Source: an optimization exercise on an open RTL-to-GDS flow (aim: small area and few clock cycles per item). Production flows keep margins and buffers that such runs may drop. In this exercise RTL edits were held to simulation tests only and were not proved equivalent to the original.

[design/flow/config.mk]
export PLATFORM = sky130hd
export DESIGN_NAME = feedback_paced_drop_tail_queue_top
export DESIGN_NICKNAME = feedback_paced_drop_tail_queue_top
export VERILOG_FILES = /design/flow/design.v
export SDC_FILE = /design/flow/constraint.sdc
export NUM_CORES = 4
export LEC_CHECK = 0
export CAP_MARGIN = 20
export CORE_MARGIN = 2
export CORE_UTILIZATION = 40
export SLEW_MARGIN = 20
[design/flow/run.sh]
#!/bin/bash
# synth_recipe.tcl (not shown) runs the flow's synth.tcl, then flattens the netlist and writes it again
# the make line also repeats each setting of config.mk as NAME=value (left out here)
make -C /OpenROAD-flow-scripts/flow DESIGN_CONFIG=/design/flow/config.mk WORK_HOME=/design/flow/orfs CLKGATE_MAP_FILE= SYNTH_SCRIPT=/design/flow/synth_recipe.tcl finish
[design/flow/design.v]
package fpq_pkg;
	localparam int unsigned TAG_W       = 16;
	localparam int unsigned DUR_W       = 20;
	localparam int unsigned TIME_W      = 32;
	localparam int unsigned DELAY_W     = 25;
	localparam int unsigned LEN_W       = 7;
	localparam int unsigned SCALE_OUT_W = 8;
	typedef enum logic [1:0] {
		ACT_ARRIVAL     = 2'd0,
		ACT_FEEDBACK    = 2'd1,
		ACT_SERVICE_END = 2'd2,
		ACT_IGNORED     = 2'd3
	} action_t;
	localparam logic [1:0] REG_QUEUE_LIMIT = 2'd0;
	localparam logic [1:0] REG_BACKOFF     = 2'd1;
	localparam logic [1:0] REG_RAISE       = 2'd2;
	localparam logic [LEN_W-1:0]  QUEUE_LIMIT_RST = 7'd64;
	localparam logic [TIME_W-1:0] BACKOFF_RST     = 32'd200000;
	localparam logic [TIME_W-1:0] RAISE_RST       = 32'd100000;
	localparam int unsigned     DR_W        = 24;
	localparam int unsigned     QUOT_W      = 21;
	localparam int unsigned     DIV10_SHIFT = 27;
	localparam int unsigned     PROD_W      = 48;
	localparam logic [DR_W-1:0] DIV10_MUL   = 24'd13421773;
	typedef struct packed {
		logic                   sent;
		logic                   start_now;
		logic                   dropped;
		logic [LEN_W-1:0]       qlen;
		logic [SCALE_OUT_W-1:0] scale;
	} flags_t;
endpackage
module fpq_delay #(
	parameter int unsigned TENS_W = 5
) (
	input  logic                               clk,
	input  logic                               arst_n,
	input  logic                               adv,
	input  logic                               valid_s2,
	input  fpq_pkg::flags_t                    flags_s2,
	input  logic [fpq_pkg::TAG_W-1:0]          tag_s2,
	input  logic [fpq_pkg::DUR_W-1:0]          dur_s2,
	input  logic [TENS_W-1:0]                  tens_s2,
	input  logic [3:0]                         ones_s2,
	output logic                               valid_s4,
	output fpq_pkg::flags_t                    flags_s4,
	output logic [fpq_pkg::TAG_W-1:0]          tag_s4,
	output logic [fpq_pkg::DELAY_W-1:0]        base_s4,
	output logic [fpq_pkg::QUOT_W-1:0]         quot_s4
);
	localparam int unsigned DELAY_W = fpq_pkg::DELAY_W;
	localparam int unsigned DR_W    = fpq_pkg::DR_W;
	localparam int unsigned PROD_W  = fpq_pkg::PROD_W;
	logic                        valid_s3;
	fpq_pkg::flags_t             flags_s3;
	logic [fpq_pkg::TAG_W-1:0]   tag_s3;
	logic [fpq_pkg::DUR_W-1:0]   dur_s3;
	logic [DELAY_W-1:0]          dq_s3;
	logic [DR_W-1:0]             dr_s3;
	logic [DELAY_W-1:0]          dq;
	logic [DR_W-1:0]             dr;
	logic [DELAY_W-1:0]          base;
	logic [PROD_W-1:0]           prod;
	assign dq = DELAY_W'(dur_s2) * DELAY_W'(tens_s2);
	assign dr = DR_W'(dur_s2) * DR_W'(ones_s2);
	assign base = DELAY_W'(dur_s3) + dq_s3;
	assign prod = PROD_W'(dr_s3) * PROD_W'(fpq_pkg::DIV10_MUL);
	always_ff @(posedge clk or negedge arst_n) begin
		if (!arst_n) begin
			valid_s3 <= 1'b0;
			valid_s4 <= 1'b0;
		end else if (adv) begin
			valid_s3 <= valid_s2;
			valid_s4 <= valid_s3;
		end
	end
	always_ff @(posedge clk) begin
		if (adv) begin
			flags_s3 <= flags_s2;
			tag_s3   <= tag_s2;
			dur_s3   <= dur_s2;
			dq_s3    <= dq;
			dr_s3    <= dr;
			flags_s4 <= flags_s3;
			tag_s4   <= tag_s3;
			base_s4  <= base;
			quot_s4  <= prod[fpq_pkg::DIV10_SHIFT +: fpq_pkg::QUOT_W];
		end
	end
endmodule
module feedback_paced_drop_tail_queue_top #(
	parameter int unsigned QUEUE_DEPTH = 64,
	parameter int unsigned SCALE_MAX   = 255
) (
	input  logic        clk,
	input  logic        arst_n,
	input  logic        psel,
	input  logic        penable,
	input  logic        pwrite,
	input  logic [3:0]  paddr,
	input  logic [31:0] pwdata,
	output logic [31:0] prdata,
	output logic        pready,
	input  logic        item_valid,
	output logic        item_stall,
	input  logic [1:0]  action,
	input  logic [31:0] now_time,
	input  logic [15:0] packet_tag,
	input  logic [19:0] packet_duration,
	input  logic        queue_full_flag,
	input  logic        receiver_full_flag,
	output logic        result_valid,
	input  logic        result_stall,
	output logic        sent_valid,
	output logic [15:0] sent_tag,
	output logic [24:0] service_delay,
	output logic        start_service_now,
	output logic        dropped,
	output logic [6:0]  queue_length,
	output logic [7:0]  scale_tenths
);
	localparam int unsigned PTR_W    = (QUEUE_DEPTH > 1) ? $clog2(QUEUE_DEPTH) : 1;
	localparam int unsigned CNT_W    = $clog2(QUEUE_DEPTH + 1);
	localparam int unsigned CMP_W    = (CNT_W > fpq_pkg::LEN_W) ? CNT_W : fpq_pkg::LEN_W;
	localparam int unsigned SCALE_W  = $clog2(SCALE_MAX + 1);
	localparam int unsigned TENS_MAX = SCALE_MAX / 10;
	localparam int unsigned TENS_W   = (TENS_MAX > 0) ? $clog2(TENS_MAX + 1) : 1;
	localparam int unsigned LEN_W    = fpq_pkg::LEN_W;
	localparam int unsigned SOUT_W   = fpq_pkg::SCALE_OUT_W;
	localparam int unsigned TAG_W    = fpq_pkg::TAG_W;
	localparam int unsigned DUR_W    = fpq_pkg::DUR_W;
	localparam int unsigned TIME_W   = fpq_pkg::TIME_W;
	localparam int unsigned DELAY_W  = fpq_pkg::DELAY_W;
	localparam logic [PTR_W-1:0]   PTR_LAST  = PTR_W'(QUEUE_DEPTH - 1);
	localparam logic [CNT_W-1:0]   CNT_FULL  = CNT_W'(QUEUE_DEPTH);
	localparam logic [SCALE_W-1:0] SCALE_TOP = SCALE_W'(SCALE_MAX);
	logic [LEN_W-1:0]  limit_q;
	logic [TIME_W-1:0] backoff_q;
	logic [TIME_W-1:0] raise_q;
	logic              cfg_wr;
	logic [TAG_W-1:0]   tag_mem [QUEUE_DEPTH];
	logic [DUR_W-1:0]   dur_mem [QUEUE_DEPTH];
	logic [PTR_W-1:0]   head_q;
	logic [PTR_W-1:0]   tail_q;
	logic [CNT_W-1:0]   count_q;
	logic               busy_q;
	logic [SCALE_W-1:0] scale_q;
	logic [TENS_W-1:0]  tens_q;
	logic [3:0]         ones_q;
	logic [TIME_W-1:0]  last_q;
	logic              valid_s1;
	logic [1:0]        act_s1;
	logic [TIME_W-1:0] now_s1;
	logic [TAG_W-1:0]  tag_s1;
	logic [DUR_W-1:0]  dur_s1;
	logic              qf_s1;
	logic              rf_s1;
	logic               adv;
	logic               proc;
	logic [TIME_W-1:0]  elapsed;
	logic               act_live;
	logic               dec;
	logic               raise_hit;
	logic               inc;
	logic               pop;
	logic               go_idle;
	logic               push;
	logic               drop;
	logic               start;
	logic [SCALE_W-1:0] scale_d;
	logic [SCALE_W-1:0] scale_n;
	logic [TENS_W-1:0]  tens_d;
	logic [TENS_W-1:0]  tens_n;
	logic [3:0]         ones_d;
	logic [3:0]         ones_n;
	logic [CNT_W-1:0]   count_n;
	logic              valid_s2;
	fpq_pkg::flags_t   flags_s2;
	logic [TAG_W-1:0]  tag_s2;
	logic [DUR_W-1:0]  dur_s2;
	logic [TENS_W-1:0] tens_s2;
	logic [3:0]        ones_s2;
	logic                       valid_s4;
	fpq_pkg::flags_t            flags_s4;
	logic [TAG_W-1:0]           tag_s4;
	logic [DELAY_W-1:0]         base_s4;
	logic [fpq_pkg::QUOT_W-1:0] quot_s4;
	logic               result_valid_q;
	logic               sent_q;
	logic [TAG_W-1:0]   sent_tag_q;
	logic [DELAY_W-1:0] delay_q;
	logic               start_q;
	logic               dropped_q;
	logic [LEN_W-1:0]   qlen_q;
	logic [SOUT_W-1:0]  scale_out_q;
	assign pready = 1'b1;
	assign cfg_wr = psel && penable && pwrite;
	always_ff @(posedge clk or negedge arst_n) begin
		if (!arst_n) begin
			limit_q   <= fpq_pkg::QUEUE_LIMIT_RST;
			backoff_q <= fpq_pkg::BACKOFF_RST;
			raise_q   <= fpq_pkg::RAISE_RST;
		end else if (cfg_wr) begin
			unique case (paddr[3:2])
				fpq_pkg::REG_QUEUE_LIMIT: limit_q   <= pwdata[LEN_W-1:0];
				fpq_pkg::REG_BACKOFF:     backoff_q <= pwdata;
				fpq_pkg::REG_RAISE:       raise_q   <= pwdata;
				default: ;
			endcase
		end
	end
	always_comb begin
		unique case (paddr[3:2])
			fpq_pkg::REG_QUEUE_LIMIT: prdata = 32'(limit_q);
			fpq_pkg::REG_BACKOFF:     prdata = backoff_q;
			fpq_pkg::REG_RAISE:       prdata = raise_q;
			default:                  prdata = 32'd0;
		endcase
	end
	assign adv        = !result_valid_q || !result_stall;
	assign item_stall = !adv;
	assign proc       = valid_s1 && adv;
	always_ff @(posedge clk or negedge arst_n) begin
		if (!arst_n) begin
			valid_s1 <= 1'b0;
		end else if (adv) begin
			valid_s1 <= item_valid;
		end
	end
	always_ff @(posedge clk) begin
		if (adv) begin
			act_s1 <= action;
			now_s1 <= now_time;
			tag_s1 <= packet_tag;
			dur_s1 <= packet_duration;
			qf_s1  <= queue_full_flag;
			rf_s1  <= receiver_full_flag;
		end
	end
	always_comb begin
		elapsed   = now_s1 - last_q;
		act_live  = act_s1 != fpq_pkg::ACT_IGNORED;
		dec       = act_live && (elapsed >= backoff_q) && (scale_q > SCALE_W'(1));
		raise_hit = (act_s1 == fpq_pkg::ACT_FEEDBACK) && (qf_s1 || rf_s1) &&
			(elapsed >= raise_q);
		scale_d = scale_q;
		tens_d  = tens_q;
		ones_d  = ones_q;
		if (dec) begin
			scale_d = scale_q - SCALE_W'(1);
			if (ones_q == 4'd0) begin
				ones_d = 4'd9;
				tens_d = tens_q - TENS_W'(1);
			end else begin
				ones_d = ones_q - 4'd1;
			end
		end
		inc     = raise_hit && (scale_d < SCALE_TOP);
		scale_n = scale_d;
		tens_n  = tens_d;
		ones_n  = ones_d;
		if (inc) begin
			scale_n = scale_d + SCALE_W'(1);
			if (ones_d == 4'd9) begin
				ones_n = 4'd0;
				tens_n = tens_d + TENS_W'(1);
			end else begin
				ones_n = ones_d + 4'd1;
			end
		end
		pop     = (act_s1 == fpq_pkg::ACT_SERVICE_END) && (count_q != '0);
		go_idle = (act_s1 == fpq_pkg::ACT_SERVICE_END) && (count_q == '0);
		drop    = (act_s1 == fpq_pkg::ACT_ARRIVAL) &&
			((CMP_W'(count_q) >= CMP_W'(limit_q)) || (count_q == CNT_FULL));
		push    = (act_s1 == fpq_pkg::ACT_ARRIVAL) && !drop;
		start   = push && !busy_q;
		if (push) begin
			count_n = count_q + CNT_W'(1);
		end else if (pop) begin
			count_n = count_q - CNT_W'(1);
		end else begin
			count_n = count_q;
		end
	end
	always_ff @(posedge clk or negedge arst_n) begin
		if (!arst_n) begin
			head_q  <= '0;
			tail_q  <= '0;
			count_q <= '0;
			busy_q  <= 1'b0;
			scale_q <= '0;
			tens_q  <= '0;
			ones_q  <= 4'd0;
			last_q  <= '0;
		end else if (proc) begin
			count_q <= count_n;
			scale_q <= scale_n;
			tens_q  <= tens_n;
			ones_q  <= ones_n;
			if (raise_hit) begin
				last_q <= now_s1;
			end
			if (pop) begin
				head_q <= (head_q == PTR_LAST) ? '0 : head_q + PTR_W'(1);
				busy_q <= 1'b1;
			end else if (go_idle) begin
				busy_q <= 1'b0;
			end
			if (push) begin
				tail_q <= (tail_q == PTR_LAST) ? '0 : tail_q + PTR_W'(1);
				if (start) begin
					busy_q <= 1'b1;
				end
			end
		end
	end
	always_ff @(posedge clk) begin
		if (proc && push) begin
			tag_mem[tail_q] <= tag_s1;
			dur_mem[tail_q] <= dur_s1;
		end
		if (adv) begin
			tag_s2 <= tag_mem[head_q];
			dur_s2 <= dur_mem[head_q];
		end
	end
	always_ff @(posedge clk or negedge arst_n) begin
		if (!arst_n) begin
			valid_s2 <= 1'b0;
		end else if (adv) begin
			valid_s2 <= valid_s1;
		end
	end
	always_ff @(posedge clk) begin
		if (adv) begin
			flags_s2.sent      <= act_live && pop;
			flags_s2.start_now <= start;
			flags_s2.dropped   <= drop;
			flags_s2.qlen      <= LEN_W'(act_live ? count_n : count_q);
			flags_s2.scale     <= SOUT_W'(scale_n);
			tens_s2            <= tens_n;
			ones_s2            <= ones_n;
		end
	end
	fpq_delay #(
		.TENS_W(TENS_W)
	) u_delay (
		.clk      (clk),
		.arst_n   (arst_n),
		.adv      (adv),
		.valid_s2 (valid_s2),
		.flags_s2 (flags_s2),
		.tag_s2   (tag_s2),
		.dur_s2   (dur_s2),
		.tens_s2  (tens_s2),
		.ones_s2  (ones_s2),
		.valid_s4 (valid_s4),
		.flags_s4 (flags_s4),
		.tag_s4   (tag_s4),
		.base_s4  (base_s4),
		.quot_s4  (quot_s4)
	);
	always_ff @(posedge clk or negedge arst_n) begin
		if (!arst_n) begin
			result_valid_q <= 1'b0;
		end else if (adv) begin
			result_valid_q <= valid_s4;
		end
	end
	always_ff @(posedge clk) begin
		if (adv) begin
			sent_q      <= flags_s4.sent;
			sent_tag_q  <= flags_s4.sent ? tag_s4 : '0;
			delay_q     <= flags_s4.sent ? base_s4 + DELAY_W'(quot_s4) : '0;
			start_q     <= flags_s4.start_now;
			dropped_q   <= flags_s4.dropped;
			qlen_q      <= flags_s4.qlen;
			scale_out_q <= flags_s4.scale;
		end
	end
	assign result_valid      = result_valid_q;
	assign sent_valid        = sent_q;
	assign sent_tag          = sent_tag_q;
	assign service_delay     = delay_q;
	assign start_service_now = start_q;
	assign dropped           = dropped_q;
	assign queue_length      = qlen_q;
	assign scale_tenths      = scale_out_q;
endmodule
[design/flow/constraint.sdc]
create_clock -name core_clock -period 7.2 [get_ports {clk}]
set_input_delay 1.4400 -clock core_clock [delete_from_list [all_inputs] [get_ports {clk}]]
set_output_delay 1.4400 -clock core_clock [all_outputs]
set_load 0.01 [all_outputs]
==> qor.csv <==
stage;metric;value;unit
critical_path;timing.critical_path.from;u_delay.dr_s3[3];
detailed_routing;vias_per_cell;5.47;
synthesis;syn_area_per_cell;18.5;sq um
cts;clk_pin_slew;0.06;ns
synthesis;yosys_warnings;2;
critical_path;slowest_stage;fa_1;
critical_path;required;7.82;ns
critical_path;reg2reg_depth;27;
cts;clockBufferDepth;4;
cts;clock-sinks;2826;
global_route;grt_pass1_vias;66700;
critical_path;cp-endpoint;u_delay.quot_s4[19];
critical_path;r2r_end;u_delay.quot_s4[19];
critical_path;cp-start-kind;register;
detailed_routing;drt-initial-drc-count;6412;
cells_and_area;synthToLayoutAreaGrowth;15.5;%
floorplanning;rows;206;
cts;holdBufCountCts;0;
synthesis;syn-cell-area;0.126;sq mm
timing;fin_worst_skew;0.0716;ns
cells_and_area;seq_area;0.0842;sq mm
global_route;grt_pass1_wl;468;mm
floorplanning;coreArea;0.315;sq mm
global_route;antenna_found_initial;9;
synthesis;synth_common_cells;edfxtp_1 (2681), mux4_2 (756), inv_1 (600), ha_1 (475), fa_1 (313);
job;cap_viol_max_count;0;
cts;clock_latency;0.93;ns
status;status;complete, no violations;
synthesis;yosysUniqueCellTypes;98;
cells_and_area;drive_gt1_share;22.0;%
detailed_routing;ant_nets;0;
detailed_routing;wl_per_cell;27.3;um
cells_and_area;finalNetCount;8259;
synthesis;async_flop_share;5.13;%
critical_path;cp_slowest_stage_delay;0.51;ns
critical_path;cp-end-kind;register;
hold_path;hold_path_class;reg2reg;
global_route;grtUsageTotal;20.0;%
timing;setup_viol;0;
synthesis;synth-edff-count;2681;
place;placed_area;0.136;sq mm
detailed_routing;first_pass_iters;6;
critical_path;reg2reg_slack;0.35;ns
floorplanning;die_area;0.320;sq mm
place;portBuffers;205;
floorplanning;die_h;566;um
synthesis;syn_inst;6822;
floorplanning;die_x;566;um
global_route;grt_overflow;0;
cells_and_area;multi_input_area;0.0395;sq mm
synthesis;synth_top_area_share;63.7;%
synthesis;synth_area_leaders;edfxtp_1 (64%), mux4_2 (13%), fa_1 (5.0%);
timing;fmax;0.146;GHz
synthesis;synth_ff_type;edfxtp_1;
cts;htree_num_levels;5;
timing;period_share;95.1;%
place;place.gp.congestion;0.857;
synthesis;seq_area_frac_synth;66.6;%
cells_and_area;fillers;26300;
timing;fin_setup_tns;0;ns
timing;maxSlewHeadroom;23.8;%
synthesis;synthMostInstantiatedCell;edfxtp_1;
timing;rsz0062_at_grt;no;
critical_path;arrival;7.47;ns
timing;setup_ws;0.353;ns
critical_path;rr_startpoint;u_delay.dr_s3[3];
floorplanning;ioPinCount;209;
cts;tritoncts;built;
place;pre_cts_slack;0.0758;ns
timing;finalHoldViolations;0;
synthesis;ys_ff_latch;2826;
place;dpl.hpwl;196;mm
cells_and_area;design_area;0.146;sq mm
cts;numCtsBuffers;305;
detailed_routing;routed_wl;321;mm
critical_path;path_max_fanout;4;
timing;worstMarginPinSlew;1.14;ns
timing;fin_crit;6.85;ns
critical_path;crit_type;reg2reg;
synthesis;synth_area_leader_cell;edfxtp_1;
synthesis;syn_nets;7725;
detailed_routing;vias;64400;
timing;finalMaxSlewViolations;0;
detailed_routing;remaining_drc_errors;0;
floorplanning;initial_utilization;40.2;%
global_route;grt_max_degree;143;
cts;clock-root-buffer;clkbuf_16;
worst min-delay path by stage:
stage,from,to,slack [ns],cells past startpoint
2_1_floorplan,u_delay.flags_s4[15],dropped_q,0.40,0
3_3_place_gp,u_delay.flags_s3[6],u_delay.flags_s4[6],0.40,0
3_5_place_dp,u_delay.flags_s4[15],dropped_q,0.40,0
4_1_cts,tag_s2[11],u_delay.tag_s3[11],0.40,0
5_1_grt,tag_s2[11],u_delay.tag_s3[11],0.41,0
6_report,tag_s2[11],u_delay.tag_s3[11],0.41,0
final cells by class:
cell class / count / area share [%]
inverter: 601 / 1.55
clock inverter: 190 / 1.53
antenna: 5 / 0.00858
timing repair buffer: 488 / 3.20
clock buffer: 363 / 5.40
sequential: 2826 / 57.7
tap: 4160 / 3.57
multi-input combinational: 3134 / 27.1
state kept, by name (all words and copies together) (netlist names), 18 cells and up:
name / cells
dur_mem: 1280
tag_mem: 1024
backoff_q: 32
last_q: 32
now_s1: 32
raise_q: 32
delay_q: 25
u_delay.base_s4: 25
u_delay.dq_s3: 25
u_delay.dr_s3: 24
u_delay.quot_s4: 21
dur_s1: 20
dur_s2: 20
u_delay.dur_s3: 20
flags_s2: 18
u_delay.flags_s3: 18
u_delay.flags_s4: 18
critical path, delay by kind of cell, from the launching register on:
family                     cells  cell delay (ns)
AOI/OAI and AO/OA              6             1.41
xor gates and xnor gates       1             0.08
adders and majority gates      8             3.56
buffers and inverters          8             0.66
DFF                            1             0.47
and+or+nand+nor                4             0.41
cell families after synthesis:
| logic type | Yosys count | synth area share [%] |
|---|---|---|
| other | 1 | 0.00297 |
| adder cells (fa/ha/maj) | 788 | 9.66 |
| multiplexers | 832 | 14.1 |
| flip-flops | 2826 | 66.6 |
| AO/OA/AOI/OAI | 504 | 2.62 |
| buffers and inverters | 862 | 2.59 |
| XOR/XNOR | 157 | 1.09 |
| AND/OR/NAND/NOR | 852 | 3.30 |
per-stage QoR:
stage | utilization [%] | cells | hold WS, ns
2_1_floorplan | - | 6822 | 0.400
3_3_place_gp | 43.1 | 11200 | 0.401
3_5_place_dp | 43.1 | 11200 | 0.405
4_1_cts | 46.3 | 11800 | 0.402
5_1_grt | 46.4 | 11800 | 0.409
6_report | 46.4 | 11800 | 0.409
metal layers:
layer	part of all wire [%]	vias to the layer above	track usage, %
met5	0.020	-	0
met4	2.5	10	5.04
met3	6.0	435	2.90
met2	51	2114	34.7
met1	41	34200	26.4
li1	-	27600	-
what timing repair did:
item / 4_1_cts / 5_1_grt
buffers inserted: 0 / 7
hold endpoints to repair: 0 / 0
setup endpoints to repair: 0 / 28
gates resized for setup: 0 / 11
layout by cell type (no fill, tap or decap), types with 12 or more instances in the layout:
master,count
a211oi_1,14
a21o_1,40
a21oi_1,117
a22o_1,29
a31oi_1,17
and2_1,116
and3_1,24
buf_12,36
buf_4,245
bufinv_16,34
clkbuf_1,57
clkbuf_16,306
clkdlybuf4s50_1,204
clkinv_1,58
clkinv_2,54
clkinvlp_4,12
dfrtp_1,126
dfstp_2,13
edfxtp_1,2681
fa_1,313
ha_1,473
inv_1,599
mux2_2,54
mux2i_1,18
mux4_2,756
nand2_1,290
nand2b_1,17
nand3_1,55
nand4_1,18
nor2_1,115
nor2_4,64
nor2b_1,24
nor3_1,54
o21a_1,22
o21ai_0,135
o21bai_1,21
xnor2_1,118
xor2_1,39
Testbench counts, summed over its fixed seeds: cycles 24,040, items 24,000.

-- re-timing with driven ports --
The flow's constraints put no driver on any port. The routed layout listed below was extracted and timed again, unchanged, in two steps. Step 1 assumes that a clkbuf_16 drives the clock port and a buf_2 every other input. Step 2 times the ports against the registers' clock, not the clock port: input delays grow and output delays shrink by t, the midpoint of the rising clock arrivals with the driver on. Slacks: ideal / step 1 / step 2; pairs: ideal / step 1.
t (ns): 0.990
slack for setup (ns): 0.353 / 0.353 / 0.353
hold WS [ns]: 0.409 / 0.409 / 0.409
worst setup path after step 2: register to register
clock arrival spread, ns: 0.079 / 0.079
After both steps this run still meets setup and hold. The setup slack of this run moves by 0.000 ns with the drivers and by 0.000 ns with both steps.
